From an optimization exercise on the open Yosys and OpenROAD flow, aimed at small area, a short achievable clock period and few clock cycles per item; shortcuts taken in it are not production practice. Where RTL was checked, it was by simulation tests only, not by an equivalence proof against the original. Only the layout flow was run in runs 1 to 4; the RTL was not checked for function there. Power is estimated from default activity; no workload was simulated.

$ cat flow/config.mk
export PLATFORM = sky130hd
export DESIGN_NAME = go_board_top
export DESIGN_NICKNAME = go_board_top
export VERILOG_FILES = /design/flow/design.v
export SDC_FILE = /design/flow/constraint.sdc
export NUM_CORES = 4
export LEC_CHECK = 0
export ABC_CLOCK_PERIOD_IN_PS = 4000
export CAP_MARGIN = 20
export CORE_MARGIN = 2
export CORE_UTILIZATION = 40
export SLEW_MARGIN = 20
$ cat flow/constraint.sdc
create_clock -name core_clock -period 11.0 [get_ports {clk_in}]
set_input_delay 2.2000 -clock core_clock [delete_from_list [all_inputs] [get_ports {clk_in}]]
set_output_delay 2.2000 -clock core_clock [all_outputs]
set_load 0.01 [all_outputs]
$ cat flow/design.v
package go_pkg;
    localparam logic [1:0] CELL_EMPTY = 2'b00;
    localparam logic [1:0] CELL_BLACK = 2'b01;
    localparam logic [1:0] CELL_WHITE = 2'b10;
    localparam int COORD_W = 4;
    localparam int MOVE_W  = 2 * COORD_W;
    localparam int CAPT_W  = 8;
endpackage
import go_pkg::*;
module go_board_top
#(
    parameter int BOARD_DIM = 9
)
(
    input  logic              clk_in,
    input  logic              rst_in,
    input  logic              move_strobe,
    input  logic [MOVE_W-1:0] move_in,
    output logic [2*BOARD_DIM*BOARD_DIM-1:0] board_out,
    output logic              turn,
    output logic              busy,
    output logic              move_done,
    output logic              move_rejected,
    output logic [CAPT_W-1:0] black_captures,
    output logic [CAPT_W-1:0] white_captures
);
    localparam int N      = BOARD_DIM;
    localparam int CELLS  = N * N;
    localparam int FILL_A = 0;
    localparam int FILL_B = 2;
    logic [CELLS-1:0]  blk_q;
    logic [CELLS-1:0]  wht_q;
    logic [CELLS-1:0]  occ_q;
    logic [CELLS-1:0]  dead_q;
    logic              opp_dies_q;
    logic              removing;
    logic [6:0]        count_q;
    logic              count_valid_q;
    logic              white_died_q;
    logic [CAPT_W-1:0] bcap_q;
    logic [CAPT_W-1:0] wcap_q;
    assign occ_q = blk_q | wht_q;
    always_comb
    begin
        for (int i = 0; i < CELLS; i++)
            board_out[2*i +: 2] = {wht_q[i], blk_q[i]};
    end
    function automatic logic [CELLS-1:0] links_h(input logic [CELLS-1:0] bk,
                                                 input logic [CELLS-1:0] wt);
        logic [CELLS-1:0] l;
        l = '0;
        for (int r = 0; r < N; r++)
            for (int c = 0; c < N - 1; c++)
                l[r*N+c] = (bk[r*N+c] & bk[r*N+c+1]) | (wt[r*N+c] & wt[r*N+c+1]);
        links_h = l;
    endfunction
    function automatic logic [CELLS-1:0] links_v(input logic [CELLS-1:0] bk,
                                                 input logic [CELLS-1:0] wt);
        logic [CELLS-1:0] l;
        l = '0;
        for (int r = 0; r < N - 1; r++)
            for (int c = 0; c < N; c++)
                l[r*N+c] = (bk[r*N+c] & bk[r*N+c+N]) | (wt[r*N+c] & wt[r*N+c+N]);
        links_v = l;
    endfunction
    function automatic logic [CELLS-1:0] seeds(input logic [CELLS-1:0] occ);
        logic [CELLS-1:0] s;
        for (int r = 0; r < N; r++)
        begin
            for (int c = 0; c < N; c++)
            begin
                s[r*N+c] = 1'b0;
                if (r > 0)     s[r*N+c] = s[r*N+c] | ~occ[r*N+c-N];
                if (r < N - 1) s[r*N+c] = s[r*N+c] | ~occ[r*N+c+N];
                if (c > 0)     s[r*N+c] = s[r*N+c] | ~occ[r*N+c-1];
                if (c < N - 1) s[r*N+c] = s[r*N+c] | ~occ[r*N+c+1];
            end
        end
        seeds = s & occ;
    endfunction
    function automatic logic [CELLS-1:0] spread_rows(input logic [CELLS-1:0] a,
                                                     input logic [CELLS-1:0] lk);
        logic [CELLS-1:0] f;
        logic [CELLS-1:0] b;
        for (int r = 0; r < N; r++)
        begin
            f[r*N] = a[r*N];
            for (int c = 1; c < N; c++)
                f[r*N+c] = a[r*N+c] | (lk[r*N+c-1] & f[r*N+c-1]);
            b[r*N+N-1] = a[r*N+N-1];
            for (int c = N - 2; c >= 0; c--)
                b[r*N+c] = a[r*N+c] | (lk[r*N+c] & b[r*N+c+1]);
        end
        spread_rows = f | b;
    endfunction
    function automatic logic [CELLS-1:0] spread_cols(input logic [CELLS-1:0] a,
                                                     input logic [CELLS-1:0] lk);
        logic [CELLS-1:0] f;
        logic [CELLS-1:0] b;
        for (int c = 0; c < N; c++)
        begin
            f[c] = a[c];
            for (int r = 1; r < N; r++)
                f[r*N+c] = a[r*N+c] | (lk[r*N+c-N] & f[r*N+c-N]);
            b[(N-1)*N+c] = a[(N-1)*N+c];
            for (int r = N - 2; r >= 0; r--)
                b[r*N+c] = a[r*N+c] | (lk[r*N+c] & b[r*N+c+N]);
        end
        spread_cols = f | b;
    endfunction
    function automatic logic [CELLS-1:0] can_grow(input logic [CELLS-1:0] a,
                                                  input logic [CELLS-1:0] lh,
                                                  input logic [CELLS-1:0] lv);
        logic [CELLS-1:0] g;
        for (int r = 0; r < N; r++)
        begin
            for (int c = 0; c < N; c++)
            begin
                g[r*N+c] = 1'b0;
                if (c > 0)     g[r*N+c] = g[r*N+c] | (lh[r*N+c-1] & a[r*N+c-1]);
                if (c < N - 1) g[r*N+c] = g[r*N+c] | (lh[r*N+c] & a[r*N+c+1]);
                if (r > 0)     g[r*N+c] = g[r*N+c] | (lv[r*N+c-N] & a[r*N+c-N]);
                if (r < N - 1) g[r*N+c] = g[r*N+c] | (lv[r*N+c] & a[r*N+c+N]);
            end
        end
        can_grow = g & ~a;
    endfunction
    logic [N-1:0]        row_hot;
    logic [N-1:0]        col_hot;
    logic [CELLS-1:0]    place;
    logic [CELLS-1:0]    blk1;
    logic [CELLS-1:0]    wht1;
    logic [CELLS-1:0]    occ1;
    logic                legal;
    logic [FILL_A:0][CELLS-1:0] mark_a;
    always_comb
    begin
        for (int i = 0; i < N; i++)
        begin
            row_hot[i] = (move_in[COORD_W +: COORD_W] == COORD_W'(i));
            col_hot[i] = (move_in[COORD_W-1:0] == COORD_W'(i));
        end
        for (int r = 0; r < N; r++)
            for (int c = 0; c < N; c++)
                place[r*N+c] = move_strobe & row_hot[r] & col_hot[c] & ~occ_q[r*N+c];
        legal = ~busy & (|place);
        blk1  = blk_q | (place & {CELLS{~turn}});
        wht1  = wht_q | (place & {CELLS{turn}});
        occ1  = blk1 | wht1;
        mark_a[0] = seeds(occ1);
        for (int s = 0; s < FILL_A; s++)
        begin
            if (s % 2 == 0)
                mark_a[s+1] = spread_rows(mark_a[s], links_h(blk1, wht1));
            else
                mark_a[s+1] = spread_cols(mark_a[s], links_v(blk1, wht1));
        end
    end
    logic [CELLS-1:0]    lh_q;
    logic [CELLS-1:0]    lv_q;
    logic [FILL_B:0][CELLS-1:0] mark_b;
    logic                settled;
    logic [CELLS-1:0]    unmarked;
    logic [CELLS-1:0]    opp_q;
    logic                any_dead;
    logic                opp_dies;
    always_comb
    begin
        lh_q = links_h(blk_q, wht_q);
        lv_q = links_v(blk_q, wht_q);
        mark_b[0] = occ_q & ~dead_q;
        for (int s = 0; s < FILL_B; s++)
        begin
            if ((s + FILL_A) % 2 == 0)
                mark_b[s+1] = spread_rows(mark_b[s], lh_q);
            else
                mark_b[s+1] = spread_cols(mark_b[s], lv_q);
        end
        settled  = ~(|can_grow(mark_b[FILL_B], lh_q, lv_q));
        unmarked = occ_q & ~mark_b[FILL_B];
        opp_q    = turn ? blk_q : wht_q;
        any_dead = |unmarked;
        opp_dies = |(unmarked & opp_q);
    end
    logic [CELLS-1:0] dead;
    logic [6:0]       removed;
    always_comb
    begin
        dead    = dead_q & (opp_q | {CELLS{~opp_dies_q}});
        removed = '0;
        for (int i = 0; i < CELLS; i++)
            removed = removed + 7'(dead[i]);
    end
    logic [CAPT_W:0] bsum;
    logic [CAPT_W:0] wsum;
    always_comb
    begin
        bsum = {1'b0, bcap_q} + (CAPT_W+1)'(count_q);
        wsum = {1'b0, wcap_q} + (CAPT_W+1)'(count_q);
        black_captures = bcap_q;
        white_captures = wcap_q;
        if (count_valid_q)
        begin
            if (white_died_q)
                black_captures = bsum[CAPT_W] ? '1 : bsum[CAPT_W-1:0];
            else
                white_captures = wsum[CAPT_W] ? '1 : wsum[CAPT_W-1:0];
        end
    end
    always_ff @(posedge clk_in)
    begin
        if (rst_in)
        begin
            blk_q         <= '0;
            wht_q         <= '0;
            turn          <= 1'b0;
            busy          <= 1'b0;
            removing      <= 1'b0;
            move_done     <= 1'b0;
            move_rejected <= 1'b0;
            count_valid_q <= 1'b0;
            bcap_q        <= '0;
            wcap_q        <= '0;
        end
        else
        begin
            move_rejected <= move_strobe & ~legal;
            bcap_q        <= black_captures;
            wcap_q        <= white_captures;
            move_done     <= 1'b0;
            count_valid_q <= 1'b0;
            if (!busy)
            begin
                busy  <= legal;
                blk_q <= blk1;
                wht_q <= wht1;
            end
            else if (removing)
            begin
                busy          <= 1'b0;
                removing      <= 1'b0;
                move_done     <= 1'b1;
                count_valid_q <= 1'b1;
                turn          <= ~turn;
                blk_q         <= blk_q & ~dead;
                wht_q         <= wht_q & ~dead;
            end
            else if (settled)
            begin
                if (any_dead)
                    removing <= 1'b1;
                else
                begin
                    busy      <= 1'b0;
                    move_done <= 1'b1;
                    turn      <= ~turn;
                end
            end
        end
    end
    always_ff @(posedge clk_in)
    begin
        if (!busy)
            dead_q <= occ1 & ~mark_a[FILL_A];
        else if (!removing)
            dead_q <= unmarked;
        opp_dies_q   <= opp_dies;
        count_q      <= removed;
        white_died_q <= turn ^ opp_dies_q;
    end
endmodule
$ cat flow/run.sh
#!/bin/bash
# synth_recipe.tcl (not shown) runs the flow's synth.tcl, then flattens the netlist and writes it again
# the make line also repeats each setting of config.mk as NAME=value (left out here)
make -C /OpenROAD-flow-scripts/flow DESIGN_CONFIG=/design/flow/config.mk WORK_HOME=/design/flow/orfs CLKGATE_MAP_FILE= SYNTH_SCRIPT=/design/flow/synth_recipe.tcl finish
==> impl_metrics.csv, run 1 <==
group,metric,value,unit
detailed_routing,drc,0,
clock_network,clock_sinks,274,
detailed_routing,routedWlPerCell,40.79,um
synthesis,synth_fp_nets,4112,
worst_setup_path,cp_cell_sequence,"buf_4 -> mux2i_1 -> a21boi_1 -> fa_1 -> inv_1 -> fa_1 -> fa_1 -> inv_1 -> fa_1 -> inv_1 -> fa_1 -> fa_1 -> fa_1 -> fa_1 -> inv_1 -> fa_1 -> fa_1 -> a21oi_1 -> nor2_1 -> nor2_1 -> nor2b_1 -> o21ai_0 -> nand2b_1",
clock_network,path_clk_slew,0.06,ns
cells_and_area,fin_util,0.4626,
cells_and_area,drive_gt1_frac,0.07341,
die,ios,193,
clock_network,ctsHoldBuffers,0,
clock_network,root_buffer,"clkbuf_16",
placed_design,dp_hpwl,161900,um
placed_design,placed_cells,4981,
die,die_area,0.07413,mm^2
sta,final_hold_viol_count,0,
die,start_util,0.4034,
detailed_routing,drt-initial-drc-count,7600,
worst_setup_path,end_kind,"flop",
placed_design,port_buffers,192,
worst_setup_path,max_stage_delay,0.87,ns
global_routing,grt_first_pass_wirelength,278400,um
sta,finalClockSkew,0.04908,ns
worst_setup_path,critPathLaunchType,"flop",
worst_setup_path,crit_family,"adder cells",
synthesis,avgSynthCellArea,7.197,um^2
synthesis,ys_types,108,
placed_design,dp_slack,2.655,ns
synthesis,synth.top_cell.area_share,0.1342,
die,die_x,272.3,um
sta,rsz0062_at_grt,"false",
detailed_routing,ant_nets,0,
synthesis,synth_area,0.02879,mm^2
worst_setup_path,required,11.49,ns
worst_setup_path,crit_path_top_delay_cell,"a21boi_1",
sta,final.min_clock_period,8.404,ns
cells_and_area,fin_nets,4186,
sta,worst_slack,2.596,ns
die,rows,98,
global_routing,overflow,0,
synthesis,synth.area.top_cells,"dfxtp_1 (13%), edfxtp_1 (8.4%), a21oi_1 (5.4%)",
worst_setup_path,crit_type,"reg2reg",
detailed_routing,via_per_inst,7.447,
global_routing,grt_max_degree,72,
clock_network,cts_max_path_buffers,3,
detailed_routing,drt-pass1-iter-count,9,
cells_and_area,layout.cells.non_filler,5059,
detailed_routing,num_vias,37676,
job,drv_cap,0,
pwr,ir_drop,0.1285,mV
synthesis,yosys_most_used_dff,"dfxtp_1",
synthesis,synth_edf_count,81,
synthesis,syn_inst,4000,
clock_network,insertion_delay,0.61,ns
pwr,leakagePower,0.01108,uW
synthesis,netlist.top_cell.by_area,"dfxtp_1",
min_path,hp-class,"reg2reg",
worst_setup_path,crit_path_frequent_cell,"fa_1",
pwr,cellPowerDensity,78.48,mW/mm^2
die,die_h,272.3,um
cells_and_area,area_delta_synth_final,14.66,%
status,status,"timing/DRC/antenna clean",
clock_network,cts_tree,"yes",
global_routing,antenna_found_initial,17,
global_routing,grt_pass1_vias,33499,
synthesis,synth_seq_area_share,0.2187,
clock_network,post_cts_buffers,0,
clock_network,ctsResizeCount,0,
sta,min_period_over_period,0.7640,
global_routing,gr-usage-all-layers,0.5362,
clock_network,htreeDepth,2,
clock_network,cts_buffers,39,
worst_setup_path,critPathArrivalTime,8.89,ns
synthesis,async_reset_ff_frac,0,
die,core_area,0.07136,mm^2
detailed_routing,wirelength,206300,um
synthesis,synth-seq-cells,274,
sta,tightest_slew,1.323,ns
sta,slew-limit-headroom,0.1114,
synthesis,yosysWarnings,1,
sta,setup_tns,0,ns
sta,finalSetupViolations,0,
worst_setup_path,crit_buf_inv,5,
sta,slew_violations,0,
worst_setup_path,path_max_fanout,43,
sta,max_freq,0.1190,GHz
placed_design,gp_congestion,1.118,
-- final cells by class --
type	count	area (um^2)
Fill cell	7384	38350
Multi-Input combinational cell	3250	20690
Sequential cell	274	6305
Timing Repair Buffer	305	2775
Clock buffer	57	1199
Tap cell	950	1189
Inverter	204	770.7
Clock inverter	10	57.56
Antenna cell	9	22.52
-- cells by family after synthesis --
| kind of cell | share of synthesized area |
|---|---|
| AO/OA/AOI/OAI | 0.3706 |
| buffers and inverters | 0.06641 |
| flip-flops | 0.2187 |
| adder cells (fa/ha/maj) | 0.06267 |
| multiplexers | 0.02755 |
| AND/OR/NAND/NOR | 0.2437 |
| XOR/XNOR | 0.01034 |
-- through the flow --
| step | area (um^2) | hold WS [ns] | power (uW) |
|---|---|---|---|
| after global routing | 32990 | 0.6627 | 2603 |
| after floorplan | 28790 | 0.5278 | 1169 |
| after CTS | 32940 | 0.6381 | 2557 |
| after detailed placement | 31680 | 0.6222 | 1265 |
| final | 33010 | 0.6345 | 2591 |
| after global placement | 31670 | 0.5995 | 1266 |
-- flip-flops by register name, summed over array words and instances (netlist names) --
name and flops:
opp_dies_q 1, white_died_q 1, move_done 1, blk_q 81, bcap_q 8, count_valid_q 1, wcap_q 8, removing 1
count_q 7, wht_q 81, turn 1, move_rejected 1, dead_q 81, busy 1
-- placed cells by master, fill, tap and decap left out, types with 86 or more instances in the layout --
cell type,n
buf_4,112
nand2_1,401
o21ai_0,251
nand3_1,90
dfxtp_1,190
a22oi_1,150
nor3_1,199
o21a_1,98
nand2b_1,86
a21oi_1,308
clkdlybuf4s50_1,191
nor2_1,402
inv_1,181
-- where the power goes --
group | leakage (uW) | internal [uW] | switching (uW)
Combinational | 0.00790 | 47.7 | 161
Sequential | 0.00256 | 1040 | 14.5
Clock | 0.000630 | 754 | 575
-- per-layer routing --
| layer | global-route usage | vias to the layer above | wire length [um] |
|---|---|---|---|
| li1 | - | 15086 | - |
| met1 | 0.6573 | 18062 | 73650 |
| met2 | 0.7611 | 3531 | 81680 |
| met3 | 0.1898 | 973 | 29990 |
| met4 | 0.4189 | 24 | 20860 |
| met5 | 0 | - | 165 |
-- path summary, 6_finish.rpt --
check,from,end,slack [ns],cells after the start
setup / recovery,turn,count_q[6],2.60,23
hold reg to reg,bcap_q[4],bcap_q[4],0.63,2
hold / removal,bcap_q[4],bcap_q[4],0.63,2
setup reg to reg,turn,count_q[6],2.60,23
-- synthesized netlist by cell type (69+ instances only) --
cell type / n
o21a_1: 98
o21ai_0: 252
a22o_1: 71
nand2_1: 402
a22oi_1: 150
a21boi_0: 69
o22ai_1: 69
nand3_1: 90
dfxtp_1: 193
inv_1: 182
nand2b_1: 86
edfxtp_1: 81
mux2i_1: 77
a21oi_1: 309
nor2_1: 406
buf_2: 88
fa_1: 72
nor3_1: 204
clkbuf_1: 171
-- worst register-to-register path, cell delays in order, from the launching register on --
cell and delay, ns:
dfxtp_4 0.70, buf_4 0.79, mux2i_1 0.25, a21boi_1 0.87
fa_1 0.54, inv_1 0.08, fa_1 0.43, fa_1 0.49
inv_1 0.05, fa_1 0.53, inv_1 0.06, fa_1 0.55
fa_1 0.44, fa_1 0.47, fa_1 0.50, inv_1 0.05
fa_1 0.41, fa_1 0.46, a21oi_1 0.15, nor2_1 0.06
nor2_1 0.15, nor2b_1 0.06, o21ai_0 0.14, nand2b_1 0.07
==> inputs of run 2 (changes only) <==
--- a/flow/config.mk
+++ b/flow/config.mk
@@ -5,7 +5,6 @@
 export SDC_FILE = /design/flow/constraint.sdc
 export NUM_CORES = 4
 export LEC_CHECK = 0
-export ABC_CLOCK_PERIOD_IN_PS = 4000
 export CAP_MARGIN = 20
 export CORE_MARGIN = 2
 export CORE_UTILIZATION = 40
==> impl_metrics.csv, run 2 <==
group,metric,value,unit
global_routing,overflow,0,
worst_setup_path,end_kind,"flop",
worst_setup_path,r2r_cells,23,
die,rows,98,
clock_network,cts_buffers,39,
detailed_routing,wirelength,206300,um
pwr,clkPwrFrac,0.513,
detailed_routing,ant_nets,0,
die,die_x,272.3,um
clock_network,post_cts_buffers,0,
detailed_routing,via_per_inst,7.447,
placed_design,placed_cells,4981,
cells_and_area,layout.cells.non_filler,5059,
pwr,swShare,0.2898,
worst_setup_path,critPathLaunchType,"flop",
die,die_h,272.3,um
sta,worst_slack,2.596,ns
worst_setup_path,critPathArrivalTime,8.89,ns
sta,max_freq,0.1190,GHz
synthesis,synth-seq-cells,274,
pwr,p_int,1840,uW
cells_and_area,area_delta_synth_final,14.66,%
clock_network,clock_sinks,274,
synthesis,yosys_most_used_dff,"dfxtp_1",
clock_network,insertion_delay,0.61,ns
synthesis,synth_fp_nets,4112,
cells_and_area,fin_nets,4186,
sta,finalSetupViolations,0,
placed_design,dp_hpwl,161900,um
sta,slew_violations,0,
pwr,leakagePower,0.01108,uW
sta,rsz0062_at_grt,"false",
worst_setup_path,timing.rr.start,"turn",
sta,whs,0.6345,ns
synthesis,syn_inst,4000,
synthesis,synth_seq_area_share,0.2187,
die,core_area,0.07136,mm^2
clock_network,cts_tree,"yes",
pwr,combinationalPowerShare,0.081,
synthesis,async_reset_ff_frac,0,
worst_setup_path,required,11.49,ns
die,start_util,0.4034,
sta,tightest_slew,1.323,ns
detailed_routing,drt-pass1-iter-count,9,
worst_setup_path,timing.critical_path.to,"count_q[6]",
synthesis,synth.area.top_cells,"dfxtp_1 (13%), edfxtp_1 (8.4%), a21oi_1 (5.4%)",
worst_setup_path,r2r_slack,2.60,ns
job,drv_cap,0,
detailed_routing,drt-initial-drc-count,7600,
die,ios,193,
pwr,ir_drop,0.1285,mV
min_path,hp-class,"reg2reg",
worst_setup_path,max_stage_delay,0.87,ns
worst_setup_path,crit_type,"reg2reg",
detailed_routing,drc,0,
cells_and_area,mostFrequentLayoutCells,"nor2_1 (402), nand2_1 (401), a21oi_1 (308), o21ai_0 (251), nor3_1 (199)",
global_routing,grt_max_degree,72,
pwr,cellPowerDensity,78.48,mW/mm^2
synthesis,synthTopCellsByCount,"nor2_1 (406), nand2_1 (402), a21oi_1 (309)",
sta,setup_tns,0,ns
worst_setup_path,crit-reg2reg-capture,"count_q[6]",
sta,final.min_clock_period,8.404,ns
global_routing,grt_pass1_vias,33499,
clock_network,ctsResizeCount,0,
global_routing,gr-usage-all-layers,0.5362,
detailed_routing,num_vias,37676,
cells_and_area,nFillCells,7384,
placed_design,dp_slack,2.655,ns
sta,min_period_over_period,0.7640,
sta,final_hold_viol_count,0,
global_routing,grt_first_pass_wirelength,278400,um
synthesis,avgSynthCellArea,7.197,um^2
worst_setup_path,crit_path_frequent_cell,"fa_1",
worst_setup_path,crit_path_start,"turn",
detailed_routing,routedWlPerCell,40.79,um
clock_network,cts_max_path_buffers,3,
clock_network,ctsHoldBuffers,0,
pwr,pwr-share-seq,0.406,
synthesis,netlist.top_cell.by_area,"dfxtp_1",
synthesis,yosysWarnings,1,
cells_and_area,drive_gt1_frac,0.07341,
synthesis,synth_area,0.02879,mm^2
cells_and_area,layout_commonest_cell,"nor2_1",
placed_design,gp_congestion,1.118,
clock_network,path_clk_slew,0.06,ns
global_routing,antenna_found_initial,17,
worst_setup_path,crit_path_top_delay_cell,"a21boi_1",
synthesis,ys_types,108,
status,status,"timing/DRC/antenna clean",
worst_setup_path,path_max_fanout,43,
sta,slew-limit-headroom,0.1114,
clock_network,root_buffer,"clkbuf_16",
placed_design,port_buffers,192,
worst_setup_path,cp_cell_sequence,"buf_4 -> mux2i_1 -> a21boi_1 -> fa_1 -> inv_1 -> fa_1 -> fa_1 -> inv_1 -> fa_1 -> inv_1 -> fa_1 -> fa_1 -> fa_1 -> fa_1 -> inv_1 -> fa_1 -> fa_1 -> a21oi_1 -> nor2_1 -> nor2_1 -> nor2b_1 -> o21ai_0 -> nand2b_1",
pwr,switchingPower,750.9,uW
synthesis,synth.most_common_cell,"nor2_1",
cells_and_area,top_regs,"blk_q: 81 flops, dead_q: 81 flops, wht_q: 81 flops",
synthesis,synth.top_cell.area_share,0.1342,
sta,finalClockSkew,0.04908,ns
die,die_area,0.07413,mm^2
clock_network,htreeDepth,2,
synthesis,synth_edf_count,81,
==> run 2: layer usage <==
metal | part of all wire | up-vias | global-route usage
met4 | 0.10 | 24 | 0.4189
met5 | 0.00080 | - | 0
met1 | 0.36 | 18062 | 0.6573
met3 | 0.15 | 973 | 0.1898
met2 | 0.40 | 3531 | 0.7611
li1 | - | 15086 | -
==> run 2: worst min-delay path by stage <==
stage	start	to	slack, ns	depth (start not counted)
6_report	bcap_q[4]	bcap_q[4]	0.63	2
5_1_grt	wcap_q[3]	wcap_q[3]	0.66	2
4_1_cts	bcap_q[4]	bcap_q[4]	0.64	2
3_5_place_dp	wcap_q[3]	wcap_q[3]	0.62	2
3_3_place_gp	removing	busy	0.60	2
2_1_floorplan	removing	move_done	0.53	2
==> run 2: power by group through the flow <==
stage / Combinational (uW) / Sequential, uW / Clock (uW)
after floorplan: 106 / 1060 / 0
after global placement: 192 / 1070 / 0
after detailed placement: 192 / 1070 / 0
after CTS: 192 / 1050 / 1310
after global routing: 205 / 1050 / 1350
final: 209 / 1050 / 1330
==> run 2: critical path: cells and delay by family, from the launching register on <==
family                   cells  cell delay [ns]
AND/OR/NAND/NOR              4             0.34
buffers and inverters        5             1.03
AO/OA/AOI/OAI                3             1.16
adder cells (fa/ha/maj)     10             4.81
flip-flops                   1             0.70
multiplexers                 1             0.24
==> run 2: logic make-up after synthesis <==
kind of cell             Yosys count  synth area share
AND/OR/NAND/NOR                 1481            0.2437
buffers and inverters            476           0.06641
flip-flops                       274            0.2187
multiplexers                      79           0.02755
adder cells (fa/ha/maj)          101           0.06267
XOR/XNOR                          34           0.01034
AO/OA/AOI/OAI                   1555            0.3706
==> run 2: area by class of cell <==
| cell class | count | area [um^2] | share of cell area |
|---|---|---|---|
| Timing Repair Buffer | 305 | 2775 | 0.08407 |
| Clock inverter | 10 | 57.56 | 0.001744 |
| Antenna cell | 9 | 22.52 | 0.0006823 |
| Clock buffer | 57 | 1199 | 0.03631 |
| Tap cell | 950 | 1189 | 0.03601 |
| Multi-Input combinational cell | 3250 | 20690 | 0.6268 |
| Sequential cell | 274 | 6305 | 0.1910 |
| Inverter | 204 | 770.7 | 0.02335 |
==> run 2: through the flow <==
stage / utilization / cell area (um^2) / total power, uW
final: 0.4626 / 33010 / 2591
after global routing: 0.4623 / 32990 / 2603
after CTS: 0.4615 / 32940 / 2557
after detailed placement: 0.4439 / 31680 / 1265
after global placement: 0.4438 / 31670 / 1266
after floorplan: - / 28790 / 1169
==> inputs of run 3 (changes only) <==
--- a/flow/config.mk
+++ b/flow/config.mk
@@ -8,4 +8,5 @@
 export CAP_MARGIN = 20
 export CORE_MARGIN = 2
 export CORE_UTILIZATION = 40
+export SETUP_SLACK_MARGIN = 5
 export SLEW_MARGIN = 20
==> impl_metrics.csv, run 3 <==
group,metric,value,unit
pwr,clkPwrFrac,0.508,
detailed_routing,drc,0,
clock_network,cts_buffers,37,
cells_and_area,area_delta_synth_final,18.37,%
die,rows,98,
pwr,switchingPower,779.6,uW
status,status,"timing/DRC/antenna clean",
synthesis,synth.area.top_cells,"dfxtp_1 (13%), edfxtp_1 (8.4%), a21oi_1 (5.4%)",
die,die_x,272.3,um
synthesis,synth.most_common_cell,"nor2_1",
clock_network,htreeDepth,2,
synthesis,yosysWarnings,1,
worst_setup_path,critPathArrivalTime,7.52,ns
sta,finalSetupViolations,0,
sta,rsz0062_at_grt,"true",
sta,setup_tns,0,ns
detailed_routing,via_per_inst,7.452,
pwr,p_int,1874,uW
synthesis,synth-seq-cells,274,
global_routing,overflow,0,
die,core_area,0.07136,mm^2
synthesis,syn_inst,4000,
synthesis,async_reset_ff_frac,0,
sta,tightest_slew,1.357,ns
worst_setup_path,crit_type,"reg2reg",
detailed_routing,num_vias,37983,
cells_and_area,layout_commonest_cell,"nor2_1",
die,start_util,0.4034,
synthesis,yosys_most_used_dff,"dfxtp_1",
cells_and_area,drive_gt1_frac,0.1081,
sta,final_hold_viol_count,0,
die,die_area,0.07413,mm^2
sta,final.min_clock_period,6.984,ns
clock_network,root_buffer,"clkbuf_16",
worst_setup_path,required,11.53,ns
synthesis,synth_edf_count,81,
sta,slew_violations,0,
placed_design,placed_cell_area,0.03161,mm^2
sta,worst_slack,4.016,ns
worst_setup_path,end_kind,"flop",
synthesis,synth.top_cell.area_share,0.1342,
detailed_routing,wirelength,208300,um
detailed_routing,ant_nets,0,
placed_design,dp_hpwl,162300,um
detailed_routing,routedWlPerCell,40.86,um
synthesis,synth_seq_area_share,0.2187,
clock_network,ctsHoldBuffers,0,
pwr,cellPowerDensity,77.88,mW/mm^2
cells_and_area,fin_nets,4219,
clock_network,cts_max_path_buffers,3,
synthesis,synthTopCellsByCount,"nor2_1 (406), nand2_1 (402), a21oi_1 (309)",
pwr,ir_drop,0.1061,mV
sta,max_freq,0.1432,GHz
cells_and_area,layout.cells.non_filler,5097,
clock_network,clock_sinks,274,
detailed_routing,drt-initial-drc-count,7052,
synthesis,synth_area,0.02879,mm^2
cells_and_area,fin_area,0.03408,mm^2
global_routing,grt_pass1_vias,33927,
synthesis,ys_types,108,
synthesis,synth_fp_nets,4112,
sta,finalClockSkew,0.04319,ns
die,die_h,272.3,um
cells_and_area,mostFrequentLayoutCells,"nor2_1 (399), nand2_1 (389), a21oi_1 (304), o21ai_0 (246), nor3_1 (197)",
clock_network,path_clk_slew,0.06,ns
sta,min_period_over_period,0.6349,
sta,slew-limit-headroom,0.09520,
cells_and_area,top_regs,"blk_q: 81 flops, dead_q: 81 flops, wht_q: 81 flops",
synthesis,netlist.top_cell.by_area,"dfxtp_1",
detailed_routing,drt-pass1-iter-count,10,
worst_setup_path,path_max_fanout,6,
pwr,swShare,0.2937,
global_routing,antenna_found_initial,29,
die,ios,193,
min_path,hp-class,"reg2reg",
placed_design,port_buffers,192,
global_routing,gr-usage-all-layers,0.5386,
pwr,leakagePower,0.01153,uW
worst_setup_path,critPathLaunchType,"flop",
pwr,pwr-share-seq,0.395,
job,drv_cap,0,
pwr,combinationalPowerShare,0.097,
clock_network,insertion_delay,0.61,ns
placed_design,placed_cells,4974,
placed_design,gp_congestion,1.137,
synthesis,avgSynthCellArea,7.197,um^2
global_routing,grt_max_degree,75,
clock_network,cts_tree,"yes",
placed_design,dp_slack,2.923,ns
global_routing,grt_first_pass_wirelength,279400,um
==> run 3: cell types whose count changed in the layout (fill, tap and decap cells not counted), sizes merged, moves of 5 or more <==
cell,previous run,this run
buf,114,146
inv,206,211
dlymetal6s2s,0,6
clkbuf,57,46
clkinvlp,0,5
clkdlybuf4s50,191,185
==> run 3: path summary, 6_finish.rpt <==
check             startpoint          to  slack (ns)  cells past startpoint
setup / recovery        turn  count_q[5]        4.02                     25
hold / removal     wht_q[23]   wht_q[23]        0.58                      1
setup reg to reg        turn  count_q[5]        4.02                     25
hold reg to reg    wht_q[23]   wht_q[23]        0.58                      1
==> run 3: cell families (layout without fill, tap and decap cells) <==
logic type,count (synthesis),count (layout),share of synthesized area
AO/OA/AOI/OAI,1555,1555,0.3706
AND/OR/NAND/NOR,1481,1481,0.2437
buffers and inverters,476,612,0.06641
flip-flops,274,274,0.2187
adder cells (fa/ha/maj),101,101,0.06267
multiplexers,79,79,0.02755
XOR/XNOR,34,34,0.01034
other,0,11,0
==> run 3: final cells by class <==
cell class                 instances  area, um^2
tap                              950        1189
clock inverter                    23       239.0
clock buffer                      45        1050
fill                            7323       37290
inverter                         204       772.0
timing repair buffer             340        3289
sequential                       274        6342
antenna                           11       27.53
multi-input combinational       3250       21170
==> run 3: power groups by stage <==
stage	Combinational [uW]	Sequential [uW]	Clock, uW
final	257	1050	1350
after global routing	250	1050	1370
after CTS	228	1050	1330
after detailed placement	195	1070	0
after global placement	195	1070	0
after floorplan	115	1060	0
==> run 3: what timing repair did <==
item	in CTS	in global routing
setup endpoints to repair	12	13
setup buffers	23	14
pin swaps	19	19
endpoints found under the hold margin	0	0
gates cloned	4	1
gates resized for setup	96	79
==> run 3: routing by layer <==
layer  vias to the layer above  global-route usage  share of wire
met2                      3728              0.7616           0.39
met5                         -           0.0006418        0.00080
met1                     17913              0.6408           0.35
met3                      1130              0.2138           0.15
li1                      15190                   -              -
met4                        22              0.4409           0.11
==> run 3: stage by stage <==
step / util / hold slack (ns) / power [uW]
floorplan: - / 0.5278 / 1178
global placement: 0.4430 / 0.5317 / 1269
detailed placement: 0.4430 / 0.5377 / 1269
CTS: 0.4705 / 0.5565 / 2604
global route: 0.4772 / 0.5881 / 2669
finish: 0.4775 / 0.5807 / 2654
==> run 3: worst max-delay path: stages, from the launching register on <==
cell       delay, ns
dfxtp_4         0.40
buf_12          0.18
buf_12          0.13
clkbuf_16       0.16
buf_4           0.12
mux2i_1         0.53
nand2_1         0.17
nand2_1         0.26
fa_1            0.47
fa_1            0.50
inv_1           0.06
fa_1            0.52
inv_1           0.06
fa_1            0.46
fa_1            0.57
fa_1            0.44
fa_1            0.50
inv_1           0.05
fa_2            0.36
buf_4           0.15
buf_6           0.10
a21o_1          0.18
a21oi_2         0.18
o21bai_1        0.09
a21oi_1         0.17
xnor2_1         0.13
==> inputs of run 4 (changes only) <==
--- a/flow/config.mk
+++ b/flow/config.mk
@@ -5,6 +5,7 @@
 export SDC_FILE = /design/flow/constraint.sdc
 export NUM_CORES = 4
 export LEC_CHECK = 0
+export ABC_AREA = 1
 export CAP_MARGIN = 20
 export CORE_MARGIN = 2
 export CORE_UTILIZATION = 40
==> impl_metrics.csv, run 4 <==
group,metric,value,unit
global_routing,antenna_found_initial,4,
synthesis,synth_fp_nets,4403,
synthesis,synth-seq-cells,274,
sta,slew_violations,0,
sta,rsz0062_at_grt,"true",
detailed_routing,ant_nets,0,
worst_setup_path,end_kind,"flop",
detailed_routing,via_per_inst,6.082,
pwr,p_int,1988,uW
worst_setup_path,timing.rr.start,"wht_q[43]",
sta,slew-limit-headroom,0.2036,
worst_setup_path,cp_cell_sequence,"inv_1 -> o21ai_1 -> o21ai_1 -> inv_1 -> fa_1 -> inv_1 -> fa_1 -> fa_1 -> inv_1 -> fa_1 -> inv_2 -> fa_1 -> fa_1 -> fa_1 -> fa_1 -> inv_1 -> fa_2 -> fa_2 -> a21o_1 -> a21oi_2 -> o21ai_1 -> a21o_1",
pwr,pwr-share-seq,0.353,
sta,tightest_slew,1.184,ns
global_routing,grt_busiest_layer,"met2",
cells_and_area,layout_commonest_cell,"nand2_1",
worst_setup_path,crit_path_frequent_cell,"fa_1",
die,core_area,0.06435,mm^2
cells_and_area,drive_gt1_frac,0.08182,
detailed_routing,wirelength,148000,um
die,die_h,258.7,um
synthesis,syn_inst,4291,
synthesis,synth_edf_count,81,
cells_and_area,fin_nets,4604,
sta,final.min_clock_period,6.946,ns
worst_setup_path,r2r_slack,4.05,ns
min_path,worstHoldStart,"wcap_q[7]",
clock_network,htreeDepth,2,
pwr,leakagePower,0.01460,uW
placed_design,gp_congestion,1.075,
synthesis,yosysWarnings,1,
sta,whs,0.5092,ns
sta,min_period_over_period,0.6314,
synthesis,synth.area.top_cells,"nand2_1 (18%), dfxtp_1 (15%), inv_1 (9.9%)",
detailed_routing,routedWlPerCell,27.51,um
sta,finalSetupViolations,0,
pwr,clkPwrFrac,0.448,
synthesis,synth.most_common_cell,"nand2_1",
worst_setup_path,crit_family,"adder cells",
die,ios,193,
synthesis,avgSynthCellArea,6.047,um^2
clock_network,cts_max_path_buffers,3,
pwr,ir_drop,0.09052,mV
detailed_routing,num_vias,32713,
placed_design,dp_hpwl,112600,um
sta,final_hold_viol_count,0,
detailed_routing,drc,0,
sta,max_freq,0.1440,GHz
worst_setup_path,r2r_cells,22,
worst_setup_path,crit-reg2reg-capture,"count_q[6]",
synthesis,ys_types,55,
die,start_util,0.4032,
pwr,cellPowerDensity,96.03,mW/mm^2
worst_setup_path,crit_type,"reg2reg",
clock_network,clock_sinks,274,
global_routing,met3_usage,0.1103,
worst_setup_path,crit_path_top_delay_cell,"dfxtp_1",
worst_setup_path,critPathArrivalTime,7.42,ns
worst_setup_path,required,11.47,ns
clock_network,cts_buffers,40,
placed_design,port_buffers,192,
worst_setup_path,path_max_fanout,7,
min_path,hp-class,"reg2reg",
cells_and_area,area_delta_synth_final,19.63,%
sta,finalClockSkew,0.02421,ns
detailed_routing,drt-pass1-iter-count,7,
cells_and_area,fin_area,0.03104,mm^2
global_routing,overflow,0,
global_routing,grt_first_pass_wirelength,207500,um
worst_setup_path,crit_path_start,"wht_q[43]",
synthesis,synthTopCellsByCount,"nand2_1 (1258), inv_1 (684), nor2_1 (432)",
die,rows,93,
pwr,swShare,0.3332,
detailed_routing,drt-initial-drc-count,5152,
global_routing,grt_use_met1,0.5490,
synthesis,netlist.top_cell.by_area,"nand2_1",
synthesis,synth.top_cell.area_share,0.1820,
cells_and_area,top_regs,"blk_q: 81 flops, dead_q: 81 flops, wht_q: 81 flops",
job,drv_cap,0,
synthesis,yosys_most_used_dff,"dfxtp_1",
clock_network,path_clk_slew,0.06,ns
worst_setup_path,critPathLaunchType,"flop",
synthesis,async_reset_ff_frac,0,
clock_network,cts_tree,"yes",
pwr,combinationalPowerShare,0.199,
cells_and_area,fin_util,0.4824,
worst_setup_path,max_stage_delay,0.59,ns
synthesis,synth_seq_area_share,0.2426,
die,die_area,0.06692,mm^2
pwr,switchingPower,993.1,uW
worst_setup_path,crit_buf_inv,6,
clock_network,insertion_delay,0.60,ns
die,die_x,258.7,um
cells_and_area,nFillCells,6964,
placed_design,placed_cell_area,0.02876,mm^2
cells_and_area,mostFrequentLayoutCells,"nand2_1 (1239), inv_1 (664), nor2_1 (427), a21oi_1 (287), clkdlybuf4s50_1 (191)",
min_path,hold_depth,2,
sta,setup_tns,0,ns
global_routing,grt_max_degree,70,
global_routing,grt_pass1_vias,30262,
synthesis,synth_area,0.02595,mm^2
min_path,holdPathEnd,"wcap_q[7]",
status,status,"timing/DRC/antenna clean",
global_routing,use_met2,0.6342,
clock_network,root_buffer,"clkbuf_16",
global_routing,gr-usage-all-layers,0.4257,
[run 4: cell types whose count changed in the layout (fill, tap and decap cells not counted), moves of 65 or more]
cell      change
o22ai_1      +91
nor2b_1      -65
buf_4        -73
inv_1       +484
o21ai_0      -91
o21a_1       -97
nand2_1     +850
nand4_1      +86
a22o_1       -66
nor3_1      -143
a211oi_1    +150
a22oi_1     -146
nand2b_1     -86
[run 4: cell families after synthesis]
family          share of synthesized area
compound gates                     0.2143
xor+xnor                         0.005063
fa+ha+maj                         0.06953
buf+inv                            0.1220
flops                              0.2426
simple gates                       0.3464
[run 4: worst max path at each step]
stage            endpoint  slack, ns  cells past startpoint
3_5_place_dp   count_q[6]       3.28                     21
4_1_cts        count_q[6]       4.18                     22
3_3_place_gp   count_q[6]       3.36                     20
6_report       count_q[6]       4.05                     22
5_1_grt        count_q[6]       3.92                     26
2_1_floorplan  count_q[6]       4.34                     24
[run 4: stage by stage]
stage / instances / setup WS (ns) / power, uW
finish: 5379 / 4.054 / 2981
global route: 5377 / 3.915 / 3018
CTS: 5365 / 4.184 / 2909
detailed placement: 5246 / 3.276 / 1503
global placement: 5246 / 3.360 / 1504
floorplan: 4291 / 4.340 / 1335
[run 4: worst min-delay path, stage by stage (launching register included)]
cell,delay [ns]
dfxtp_1,0.32
nand2_1,0.08
a21oi_1,0.06
[run 4: area by class of cell]
cell class / instances / area, um^2 / area share
antenna: 2 / 5.005 / 0.0001612
clock buffer: 66 / 1271 / 0.04095
clock inverter: 6 / 28.78 / 0.0009271
inverter: 720 / 2720 / 0.08763
multi-input combinational: 3177 / 16690 / 0.5378
sequential: 274 / 6305 / 0.2031
tap: 855 / 1070 / 0.03446
timing repair buffer: 278 / 2942 / 0.09476
timing repair inverter: 1 / 5.005 / 0.0001612
[run 4: power groups by stage]
stage          sequential, uW  combinational [uW]  clock [uW]
2_1_floorplan            1070                 266           0
3_3_place_gp             1080                 427           0
3_5_place_dp             1080                 426           0
4_1_cts                  1050                 524        1330
5_1_grt                  1050                 595        1370
6_report                 1050                 592        1340
[run 4: what timing repair did]
| item | 4_1_cts | 5_1_grt |
|---|---|---|
| endpoints found under the setup margin | 7 | 7 |
| resized for setup | 83 | 40 |
| cloned | 9 | 2 |
| hold buffers | 0 | 0 |
| setup buffers | 38 | 10 |
| pin swaps | 37 | 16 |
[run 4: layer usage]
layer  routed length [um]  vias to the layer above
met5                   23                        -
met4                11330                        4
met3                20070                      569
met2                61520                     2427
met1                55040                    15106
li1                     -                    14607
==> inputs of run 5 (changes only) <==
--- a/flow/design.v
+++ b/flow/design.v
@@ -26,7 +26,7 @@
 );
     localparam int N      = BOARD_DIM;
     localparam int CELLS  = N * N;
-    localparam int FILL_A = 0;
+    localparam int FILL_A = 1;
     localparam int FILL_B = 2;
     logic [CELLS-1:0]  blk_q;
     logic [CELLS-1:0]  wht_q;
@@ -34,7 +34,7 @@
     logic [CELLS-1:0]  dead_q;
     logic              opp_dies_q;
     logic              removing;
-    logic [6:0]        count_q;
+    logic [13:0]       count_q;
     logic              count_valid_q;
     logic              white_died_q;
     logic [CAPT_W-1:0] bcap_q;
@@ -125,13 +125,20 @@
         end
         can_grow = g & ~a;
     endfunction
+    logic [CELLS-1:0]    lh_q;
+    logic [CELLS-1:0]    lv_q;
     logic [N-1:0]        row_hot;
     logic [N-1:0]        col_hot;
     logic [CELLS-1:0]    place;
+    logic [CELLS-1:0]    own_q;
     logic [CELLS-1:0]    blk1;
     logic [CELLS-1:0]    wht1;
     logic [CELLS-1:0]    occ1;
+    logic [N-1:0][N-1:0] empty_rc;
+    logic [N-1:0]        empty_row;
     logic                legal;
+    logic [CELLS-1:0]    lh_a;
+    logic [CELLS-1:0]    lv_a;
     logic [FILL_A:0][CELLS-1:0] mark_a;
     always_comb
     begin
@@ -142,22 +149,38 @@
         end
         for (int r = 0; r < N; r++)
             for (int c = 0; c < N; c++)
-                place[r*N+c] = move_strobe & row_hot[r] & col_hot[c] & ~occ_q[r*N+c];
-        legal = ~busy & (|place);
+            begin
+                place[r*N+c]    = move_strobe & row_hot[r] & col_hot[c] & ~occ_q[r*N+c];
+                empty_rc[r][c]  = ~occ_q[r*N+c];
+            end
+        empty_row = '0;
+        if (move_in[COORD_W +: COORD_W] < COORD_W'(N))
+            empty_row = empty_rc[move_in[COORD_W +: COORD_W]];
+        legal = move_strobe & ~busy & (move_in[COORD_W-1:0] < COORD_W'(N)) &
+                empty_row[move_in[COORD_W-1:0]];
+        own_q = turn ? wht_q : blk_q;
         blk1  = blk_q | (place & {CELLS{~turn}});
         wht1  = wht_q | (place & {CELLS{turn}});
         occ1  = blk1 | wht1;
+        lh_a = '0;
+        lv_a = '0;
+        for (int r = 0; r < N; r++)
+            for (int c = 0; c < N - 1; c++)
+                lh_a[r*N+c] = lh_q[r*N+c] | (place[r*N+c] & own_q[r*N+c+1]) |
+                              (place[r*N+c+1] & own_q[r*N+c]);
+        for (int r = 0; r < N - 1; r++)
+            for (int c = 0; c < N; c++)
+                lv_a[r*N+c] = lv_q[r*N+c] | (place[r*N+c] & own_q[r*N+c+N]) |
+                              (place[r*N+c+N] & own_q[r*N+c]);
         mark_a[0] = seeds(occ1);
         for (int s = 0; s < FILL_A; s++)
         begin
             if (s % 2 == 0)
-                mark_a[s+1] = spread_rows(mark_a[s], links_h(blk1, wht1));
+                mark_a[s+1] = spread_rows(mark_a[s], lh_a);
             else
-                mark_a[s+1] = spread_cols(mark_a[s], links_v(blk1, wht1));
+                mark_a[s+1] = spread_cols(mark_a[s], lv_a);
         end
     end
-    logic [CELLS-1:0]    lh_q;
-    logic [CELLS-1:0]    lv_q;
     logic [FILL_B:0][CELLS-1:0] mark_b;
     logic                settled;
     logic [CELLS-1:0]    unmarked;
@@ -183,20 +206,182 @@
         opp_dies = |(unmarked & opp_q);
     end
     logic [CELLS-1:0] dead;
-    logic [6:0]       removed;
+    function automatic logic [13:0] csa_count(input logic [80:0] x);
+        logic t1, t2, t3, t4, t5, t6, t7, t8, t9, t10, t11, t12, t13, t14, t15, t16, t17, t18, t19, t20, t21, t22, t23, t24, t25, t26, t27, t28, t29, t30, t31, t32, t33, t34, t35, t36, t37, t38, t39, t40, t41, t42, t43, t44, t45, t46, t47, t48, t49, t50, t51, t52, t53, t54, t55, t56, t57, t58, t59, t60, t61, t62, t63, t64, t65, t66, t67, t68, t69, t70, t71, t72, t73, t74, t75, t76, t77, t78, t79, t80, t81, t82, t83, t84, t85, t86, t87, t88, t89, t90, t91, t92, t93, t94, t95, t96, t97, t98, t99, t100, t101, t102, t103, t104, t105, t106, t107, t108, t109, t110, t111, t112, t113, t114, t115, t116, t117, t118, t119, t120, t121, t122, t123, t124, t125, t126, t127, t128, t129, t130, t131, t132, t133, t134, t135, t136, t137, t138, t139, t140, t141, t142, t143, t144, t145, t146;
+        logic [6:0] s;
+        logic [6:0] k;
+        t1 = x[0] ^ x[1] ^ x[2];
+        t2 = (x[0] & x[1]) | (x[0] & x[2]) | (x[1] & x[2]);
+        t3 = x[3] ^ x[4] ^ x[5];
+        t4 = (x[3] & x[4]) | (x[3] & x[5]) | (x[4] & x[5]);
+        t5 = x[6] ^ x[7] ^ x[8];
+        t6 = (x[6] & x[7]) | (x[6] & x[8]) | (x[7] & x[8]);
+        t7 = x[9] ^ x[10] ^ x[11];
+        t8 = (x[9] & x[10]) | (x[9] & x[11]) | (x[10] & x[11]);
+        t9 = x[12] ^ x[13] ^ x[14];
+        t10 = (x[12] & x[13]) | (x[12] & x[14]) | (x[13] & x[14]);
+        t11 = x[15] ^ x[16] ^ x[17];
+        t12 = (x[15] & x[16]) | (x[15] & x[17]) | (x[16] & x[17]);
+        t13 = x[18] ^ x[19] ^ x[20];
+        t14 = (x[18] & x[19]) | (x[18] & x[20]) | (x[19] & x[20]);
+        t15 = x[21] ^ x[22] ^ x[23];
+        t16 = (x[21] & x[22]) | (x[21] & x[23]) | (x[22] & x[23]);
+        t17 = x[24] ^ x[25] ^ x[26];
+        t18 = (x[24] & x[25]) | (x[24] & x[26]) | (x[25] & x[26]);
+        t19 = x[27] ^ x[28] ^ x[29];
+        t20 = (x[27] & x[28]) | (x[27] & x[29]) | (x[28] & x[29]);
+        t21 = x[30] ^ x[31] ^ x[32];
+        t22 = (x[30] & x[31]) | (x[30] & x[32]) | (x[31] & x[32]);
+        t23 = x[33] ^ x[34] ^ x[35];
+        t24 = (x[33] & x[34]) | (x[33] & x[35]) | (x[34] & x[35]);
+        t25 = x[36] ^ x[37] ^ x[38];
+        t26 = (x[36] & x[37]) | (x[36] & x[38]) | (x[37] & x[38]);
+        t27 = x[39] ^ x[40] ^ x[41];
+        t28 = (x[39] & x[40]) | (x[39] & x[41]) | (x[40] & x[41]);
+        t29 = x[42] ^ x[43] ^ x[44];
+        t30 = (x[42] & x[43]) | (x[42] & x[44]) | (x[43] & x[44]);
+        t31 = x[45] ^ x[46] ^ x[47];
+        t32 = (x[45] & x[46]) | (x[45] & x[47]) | (x[46] & x[47]);
+        t33 = x[48] ^ x[49] ^ x[50];
+        t34 = (x[48] & x[49]) | (x[48] & x[50]) | (x[49] & x[50]);
+        t35 = x[51] ^ x[52] ^ x[53];
+        t36 = (x[51] & x[52]) | (x[51] & x[53]) | (x[52] & x[53]);
+        t37 = x[54] ^ x[55] ^ x[56];
+        t38 = (x[54] & x[55]) | (x[54] & x[56]) | (x[55] & x[56]);
+        t39 = x[57] ^ x[58] ^ x[59];
+        t40 = (x[57] & x[58]) | (x[57] & x[59]) | (x[58] & x[59]);
+        t41 = x[60] ^ x[61] ^ x[62];
+        t42 = (x[60] & x[61]) | (x[60] & x[62]) | (x[61] & x[62]);
+        t43 = x[63] ^ x[64] ^ x[65];
+        t44 = (x[63] & x[64]) | (x[63] & x[65]) | (x[64] & x[65]);
+        t45 = x[66] ^ x[67] ^ x[68];
+        t46 = (x[66] & x[67]) | (x[66] & x[68]) | (x[67] & x[68]);
+        t47 = x[69] ^ x[70] ^ x[71];
+        t48 = (x[69] & x[70]) | (x[69] & x[71]) | (x[70] & x[71]);
+        t49 = x[72] ^ x[73] ^ x[74];
+        t50 = (x[72] & x[73]) | (x[72] & x[74]) | (x[73] & x[74]);
+        t51 = x[75] ^ x[76] ^ x[77];
+        t52 = (x[75] & x[76]) | (x[75] & x[77]) | (x[76] & x[77]);
+        t53 = x[78] ^ x[79] ^ x[80];
+        t54 = (x[78] & x[79]) | (x[78] & x[80]) | (x[79] & x[80]);
+        t55 = t1 ^ t3 ^ t5;
+        t56 = (t1 & t3) | (t1 & t5) | (t3 & t5);
+        t57 = t7 ^ t9 ^ t11;
+        t58 = (t7 & t9) | (t7 & t11) | (t9 & t11);
+        t59 = t13 ^ t15 ^ t17;
+        t60 = (t13 & t15) | (t13 & t17) | (t15 & t17);
+        t61 = t19 ^ t21 ^ t23;
+        t62 = (t19 & t21) | (t19 & t23) | (t21 & t23);
+        t63 = t25 ^ t27 ^ t29;
+        t64 = (t25 & t27) | (t25 & t29) | (t27 & t29);
+        t65 = t31 ^ t33 ^ t35;
+        t66 = (t31 & t33) | (t31 & t35) | (t33 & t35);
+        t67 = t37 ^ t39 ^ t41;
+        t68 = (t37 & t39) | (t37 & t41) | (t39 & t41);
+        t69 = t43 ^ t45 ^ t47;
+        t70 = (t43 & t45) | (t43 & t47) | (t45 & t47);
+        t71 = t49 ^ t51 ^ t53;
+        t72 = (t49 & t51) | (t49 & t53) | (t51 & t53);
+        t73 = t2 ^ t4 ^ t6;
+        t74 = (t2 & t4) | (t2 & t6) | (t4 & t6);
+        t75 = t8 ^ t10 ^ t12;
+        t76 = (t8 & t10) | (t8 & t12) | (t10 & t12);
+        t77 = t14 ^ t16 ^ t18;
+        t78 = (t14 & t16) | (t14 & t18) | (t16 & t18);
+        t79 = t20 ^ t22 ^ t24;
+        t80 = (t20 & t22) | (t20 & t24) | (t22 & t24);
+        t81 = t26 ^ t28 ^ t30;
+        t82 = (t26 & t28) | (t26 & t30) | (t28 & t30);
+        t83 = t32 ^ t34 ^ t36;
+        t84 = (t32 & t34) | (t32 & t36) | (t34 & t36);
+        t85 = t38 ^ t40 ^ t42;
+        t86 = (t38 & t40) | (t38 & t42) | (t40 & t42);
+        t87 = t44 ^ t46 ^ t48;
+        t88 = (t44 & t46) | (t44 & t48) | (t46 & t48);
+        t89 = t50 ^ t52 ^ t54;
+        t90 = (t50 & t52) | (t50 & t54) | (t52 & t54);
+        t91 = t55 ^ t57 ^ t59;
+        t92 = (t55 & t57) | (t55 & t59) | (t57 & t59);
+        t93 = t61 ^ t63 ^ t65;
+        t94 = (t61 & t63) | (t61 & t65) | (t63 & t65);
+        t95 = t67 ^ t69 ^ t71;
+        t96 = (t67 & t69) | (t67 & t71) | (t69 & t71);
+        t97 = t56 ^ t58 ^ t60;
+        t98 = (t56 & t58) | (t56 & t60) | (t58 & t60);
+        t99 = t62 ^ t64 ^ t66;
+        t100 = (t62 & t64) | (t62 & t66) | (t64 & t66);
+        t101 = t68 ^ t70 ^ t72;
+        t102 = (t68 & t70) | (t68 & t72) | (t70 & t72);
+        t103 = t73 ^ t75 ^ t77;
+        t104 = (t73 & t75) | (t73 & t77) | (t75 & t77);
+        t105 = t79 ^ t81 ^ t83;
+        t106 = (t79 & t81) | (t79 & t83) | (t81 & t83);
+        t107 = t85 ^ t87 ^ t89;
+        t108 = (t85 & t87) | (t85 & t89) | (t87 & t89);
+        t109 = t74 ^ t76 ^ t78;
+        t110 = (t74 & t76) | (t74 & t78) | (t76 & t78);
+        t111 = t80 ^ t82 ^ t84;
+        t112 = (t80 & t82) | (t80 & t84) | (t82 & t84);
+        t113 = t86 ^ t88 ^ t90;
+        t114 = (t86 & t88) | (t86 & t90) | (t88 & t90);
+        t115 = t91 ^ t93 ^ t95;
+        t116 = (t91 & t93) | (t91 & t95) | (t93 & t95);
+        t117 = t92 ^ t94 ^ t96;
+        t118 = (t92 & t94) | (t92 & t96) | (t94 & t96);
+        t119 = t97 ^ t99 ^ t101;
+        t120 = (t97 & t99) | (t97 & t101) | (t99 & t101);
+        t121 = t103 ^ t105 ^ t107;
+        t122 = (t103 & t105) | (t103 & t107) | (t105 & t107);
+        t123 = t98 ^ t100 ^ t102;
+        t124 = (t98 & t100) | (t98 & t102) | (t100 & t102);
+        t125 = t104 ^ t106 ^ t108;
+        t126 = (t104 & t106) | (t104 & t108) | (t106 & t108);
+        t127 = t109 ^ t111 ^ t113;
+        t128 = (t109 & t111) | (t109 & t113) | (t111 & t113);
+        t129 = t110 ^ t112 ^ t114;
+        t130 = (t110 & t112) | (t110 & t114) | (t112 & t114);
+        t131 = t116 ^ t117 ^ t119;
+        t132 = (t116 & t117) | (t116 & t119) | (t117 & t119);
+        t133 = t118 ^ t120 ^ t122;
+        t134 = (t118 & t120) | (t118 & t122) | (t120 & t122);
+        t135 = t123 ^ t125 ^ t127;
+        t136 = (t123 & t125) | (t123 & t127) | (t125 & t127);
+        t137 = t124 ^ t126 ^ t128;
+        t138 = (t124 & t126) | (t124 & t128) | (t126 & t128);
+        t139 = t132 ^ t133 ^ t135;
+        t140 = (t132 & t133) | (t132 & t135) | (t133 & t135);
+        t141 = t134 ^ t136 ^ t137;
+        t142 = (t134 & t136) | (t134 & t137) | (t136 & t137);
+        t143 = t140 ^ t141 ^ t129;
+        t144 = (t140 & t141) | (t140 & t129) | (t141 & t129);
+        t145 = t142 ^ t138 ^ t130;
+        t146 = (t142 & t138) | (t142 & t130) | (t138 & t130);
+        s[0] = t115;
+        k[0] = 1'b0;
+        s[1] = t131;
+        k[1] = t121;
+        s[2] = t139;
+        k[2] = 1'b0;
+        s[3] = t143;
+        k[3] = 1'b0;
+        s[4] = t144;
+        k[4] = t145;
+        s[5] = t146;
+        k[5] = 1'b0;
+        s[6] = 1'b0;
+        k[6] = 1'b0;
+        csa_count = {k, s};
+    endfunction
     always_comb
     begin
-        dead    = dead_q & (opp_q | {CELLS{~opp_dies_q}});
-        removed = '0;
-        for (int i = 0; i < CELLS; i++)
-            removed = removed + 7'(dead[i]);
+        dead = dead_q & (opp_q | {CELLS{~opp_dies_q}});
     end
     logic [CAPT_W:0] bsum;
     logic [CAPT_W:0] wsum;
     always_comb
     begin
-        bsum = {1'b0, bcap_q} + (CAPT_W+1)'(count_q);
-        wsum = {1'b0, wcap_q} + (CAPT_W+1)'(count_q);
+        bsum = {1'b0, bcap_q} + (CAPT_W+1)'(count_q[6:0]) + (CAPT_W+1)'(count_q[13:7]);
+        wsum = {1'b0, wcap_q} + (CAPT_W+1)'(count_q[6:0]) + (CAPT_W+1)'(count_q[13:7]);
         black_captures = bcap_q;
         white_captures = wcap_q;
         if (count_valid_q)
@@ -265,7 +450,7 @@
         else if (!removing)
             dead_q <= unmarked;
         opp_dies_q   <= opp_dies;
-        count_q      <= removed;
+        count_q      <= csa_count(dead);
         white_died_q <= turn ^ opp_dies_q;
     end
 endmodule
==> impl_metrics.csv, run 5 <==
group,metric,value,unit
cells_and_area,fin_nets,5288,
synthesis,synth_area,0.02927,mm^2
synthesis,synth_fp_nets,5132,
min_path,hp-class,"reg2reg",
worst_setup_path,crit_type,"reg2reg",
detailed_routing,ant_nets,0,
worst_setup_path,critPathLaunchType,"flop",
synthesis,synthSimpleGateAreaFrac,0.3624,
synthesis,syn_inst,5022,
synthesis,synth_edf_count,81,
die,start_util,0.4025,
synthesis,synth.top_cell.area_share,0.2157,
sta,whs,0.5151,ns
detailed_routing,via_per_inst,6.270,
sta,rsz0062_at_grt,"true",
pwr,leakagePower,0.01594,uW
synthesis,synth.most_common_cell,"nand2_1",
pwr,ir_drop,0.1699,mV
synthesis,netlist.top_cell.by_area,"nand2_1",
die,core_area,0.07271,mm^2
die,ios,193,
detailed_routing,routedWlPerCell,30.11,um
synthesis,synth_seq_area_share,0.2158,
global_routing,grt_first_pass_wirelength,257200,um
clock_network,path_clk_slew,0.06,ns
die,die_area,0.07535,mm^2
clock_network,cts_tree,"yes",
synthesis,synthAdderAreaFrac,0.06259,
worst_setup_path,path_max_fanout,37,
detailed_routing,num_vias,38683,
synthesis,yosys_most_used_dff,"dfxtp_1",
sta,slew-limit-headroom,0.2151,
die,die_h,274.5,um
sta,final.min_clock_period,5.994,ns
placed_design,dp_hpwl,147800,um
worst_setup_path,max_stage_delay,1.00,ns
placed_design,gp_congestion,1.114,
synthesis,synth-xor-area-share,0.003292,
worst_setup_path,end_kind,"flop",
clock_network,htreeDepth,2,
sta,setup_tns,0,ns
detailed_routing,drt-initial-drc-count,5550,
synthesis,synth.area.top_cells,"nand2_1 (22%), dfxtp_1 (13%), inv_1 (9.1%)",
placed_design,port_buffers,192,
global_routing,antenna_found_initial,11,
clock_network,insertion_delay,0.61,ns
clock_network,cts_buffers,41,
cells_and_area,mostFrequentLayoutCells,"nand2_1 (1679), inv_1 (706), nor2_1 (451), o21ai_0 (428), a21oi_1 (218)",
worst_setup_path,cp_cell_sequence,"inv_4 -> buf_4 -> o21ai_0 -> fa_1 -> fa_1 -> fa_1 -> fa_1 -> fa_1 -> fa_1 -> inv_1 -> fa_1",
detailed_routing,drc,0,
detailed_routing,drt-pass1-iter-count,9,
sta,finalClockSkew,0.02428,ns
global_routing,grt_pass1_vias,36194,
placed_design,placed_cells,6074,
synthesis,yosysWarnings,1,
worst_setup_path,crit_path_top_delay_cell,"o21ai_0",
synthesis,synth_top_family_by_area,"simple AND/OR/NAND/NOR gates",
job,drv_cap,0,
die,die_x,274.5,um
sta,max_freq,0.1668,GHz
pwr,cellPowerDensity,82.54,mW/mm^2
sta,finalSetupViolations,0,
sta,final_hold_viol_count,0,
clock_network,root_buffer,"clkbuf_16",
global_routing,grt_max_degree,130,
clock_network,ctsHoldBuffers,0,
synthesis,synth.area.mux_share,0,
synthesis,synth_compound_area_frac,0.2389,
global_routing,overflow,0,
synthesis,synth-seq-cells,275,
worst_setup_path,crit_path_frequent_cell,"fa_1",
clock_network,clock_sinks,275,
cells_and_area,top_regs,"blk_q: 81 flops, dead_q: 81 flops, wht_q: 81 flops",
synthesis,ys_types,54,
sta,slew_violations,0,
cells_and_area,drive_gt1_frac,0.06340,
global_routing,gr-usage-all-layers,0.4794,
sta,min_period_over_period,0.5449,
synthesis,avgSynthCellArea,5.828,um^2
detailed_routing,wirelength,185800,um
clock_network,cts_max_path_buffers,3,
placed_design,placed_cell_area,0.03221,mm^2
status,status,"timing/DRC/antenna clean",
worst_setup_path,required,11.46,ns
die,rows,99,
cells_and_area,area_delta_synth_final,16.20,%
cells_and_area,layout.cells.non_filler,6170,
synthesis,synthTopCellsByCount,"nand2_1 (1682), inv_1 (713), nor2_1 (460)",
worst_setup_path,critPathArrivalTime,6.46,ns
sta,tightest_slew,1.177,ns
cells_and_area,layout_commonest_cell,"nand2_1",
cells_and_area,fin_area,0.03401,mm^2
synthesis,async_reset_ff_frac,0,
-- run 5: final cells by class --
type                            count  area [um^2]
Timing Repair Buffer              253         2482
Multi-Input combinational cell   3836        19710
Antenna cell                        6        15.01
Tap cell                          959         1200
Inverter                          771         2929
Clock inverter                      9        95.09
Sequential cell                   275         6325
Clock buffer                       61         1255
Fill cell                        7970        38700
-- run 5: kinds of logic after synthesis --
logic type / count (synthesis)
flip-flops: 275
XOR/XNOR: 11
AO/OA/AOI/OAI: 1132
AND/OR/NAND/NOR: 2594
adder cells (fa/ha/maj): 99
buffers and inverters: 911
-- run 5: critical path: cells and delay by family, from the launching register on --
family                   cells  cell delay (ns)
adder cells (fa/ha/maj)      7             3.55
AO/OA/AOI/OAI                1             1.00
buffers and inverters        3             0.69
flip-flops                   1             0.55
-- run 5: timing repair --
item                                   CTS  global route
endpoints found under the hold margin    0             0
gates resized for setup                 22            55
gates cloned                             0             0
buffers inserted                         6            14
pin swaps                                0             3
setup endpoints to repair               67            87
-- run 5: worst paths after layout --
check | from | to | slack (ns) | cells after the start
min | blk_q[25] | blk_q[25] | 0.52 | 2
min reg2reg | blk_q[25] | blk_q[25] | 0.52 | 2
max reg2reg | opp_dies_q | count_q[3] | 5.01 | 11
max | opp_dies_q | count_q[3] | 5.01 | 11
-- run 5: per-layer routing --
layer / vias to the layer above / wire length, um / GRT usage
met4: 8 / 19370 / 0.4125
li1: 17006 / - / -
met3: 829 / 20920 / 0.1154
met5: - / 50 / 0
met2: 2860 / 80130 / 0.7446
met1: 17980 / 65300 / 0.5535
-- run 5: where the power goes --
group / internal [uW] / switching (uW) / leakage [uW]
logic: 55.4 / 266 / 0.0127
clock network: 830 / 588 / 0.000672
registers: 1050 / 21.2 / 0.00256
total: 1930 / 875 / 0.0159
-- run 5: per-stage QoR --
stage | util | worst slack, ns | total power (uW)
after floorplan | - | 5.018 | 1227
after global placement | 0.4430 | 3.055 | 1373
after detailed placement | 0.4430 | 3.202 | 1371
after CTS | 0.4635 | 5.016 | 2779
after global routing | 0.4676 | 4.959 | 2837
final | 0.4677 | 5.006 | 2807
Testbench counts of run 5, summed over its fixed seeds: cycles 6,465, moves 2,387.

-- separate check: timing with driven ports --
How much do the figures lean on ideal ports? The routed layouts below were timed once more, with nothing changed but the port constraints. Step 1 assumes that a clkbuf_16 drives the clock port and a buf_2 every other input. Step 2 moves the port delays by t, midway between the first and last clock arrival at a register: inputs arrive t later, outputs are due t later. That takes back most of the time a late clock gives input paths. a / b / c = ideal / step 1 / step 2; a / b = the first two.
run	shift t [ns]	setup slack, ns	worst setup path after step 2	latest minus earliest clock arrival (ns)
run 1	0.659	2.596 / 2.596 / 2.596	register to register	0.050 / 0.049
run 2	0.659	2.596 / 2.596 / 2.596	register to register	0.050 / 0.049
run 3	0.663	4.016 / 4.016 / 4.016	register to register	0.043 / 0.044
run 4	0.649	4.054 / 4.054 / 4.054	register to register	0.025 / 0.024
run 5	0.666	5.006 / 5.006 / 4.412	input to register	0.025 / 0.024
After both steps setup and hold are still met in every run listed. The setup slack of run 5, which loses most, moves by 0.000 ns with the drivers and by -0.594 ns with both steps.
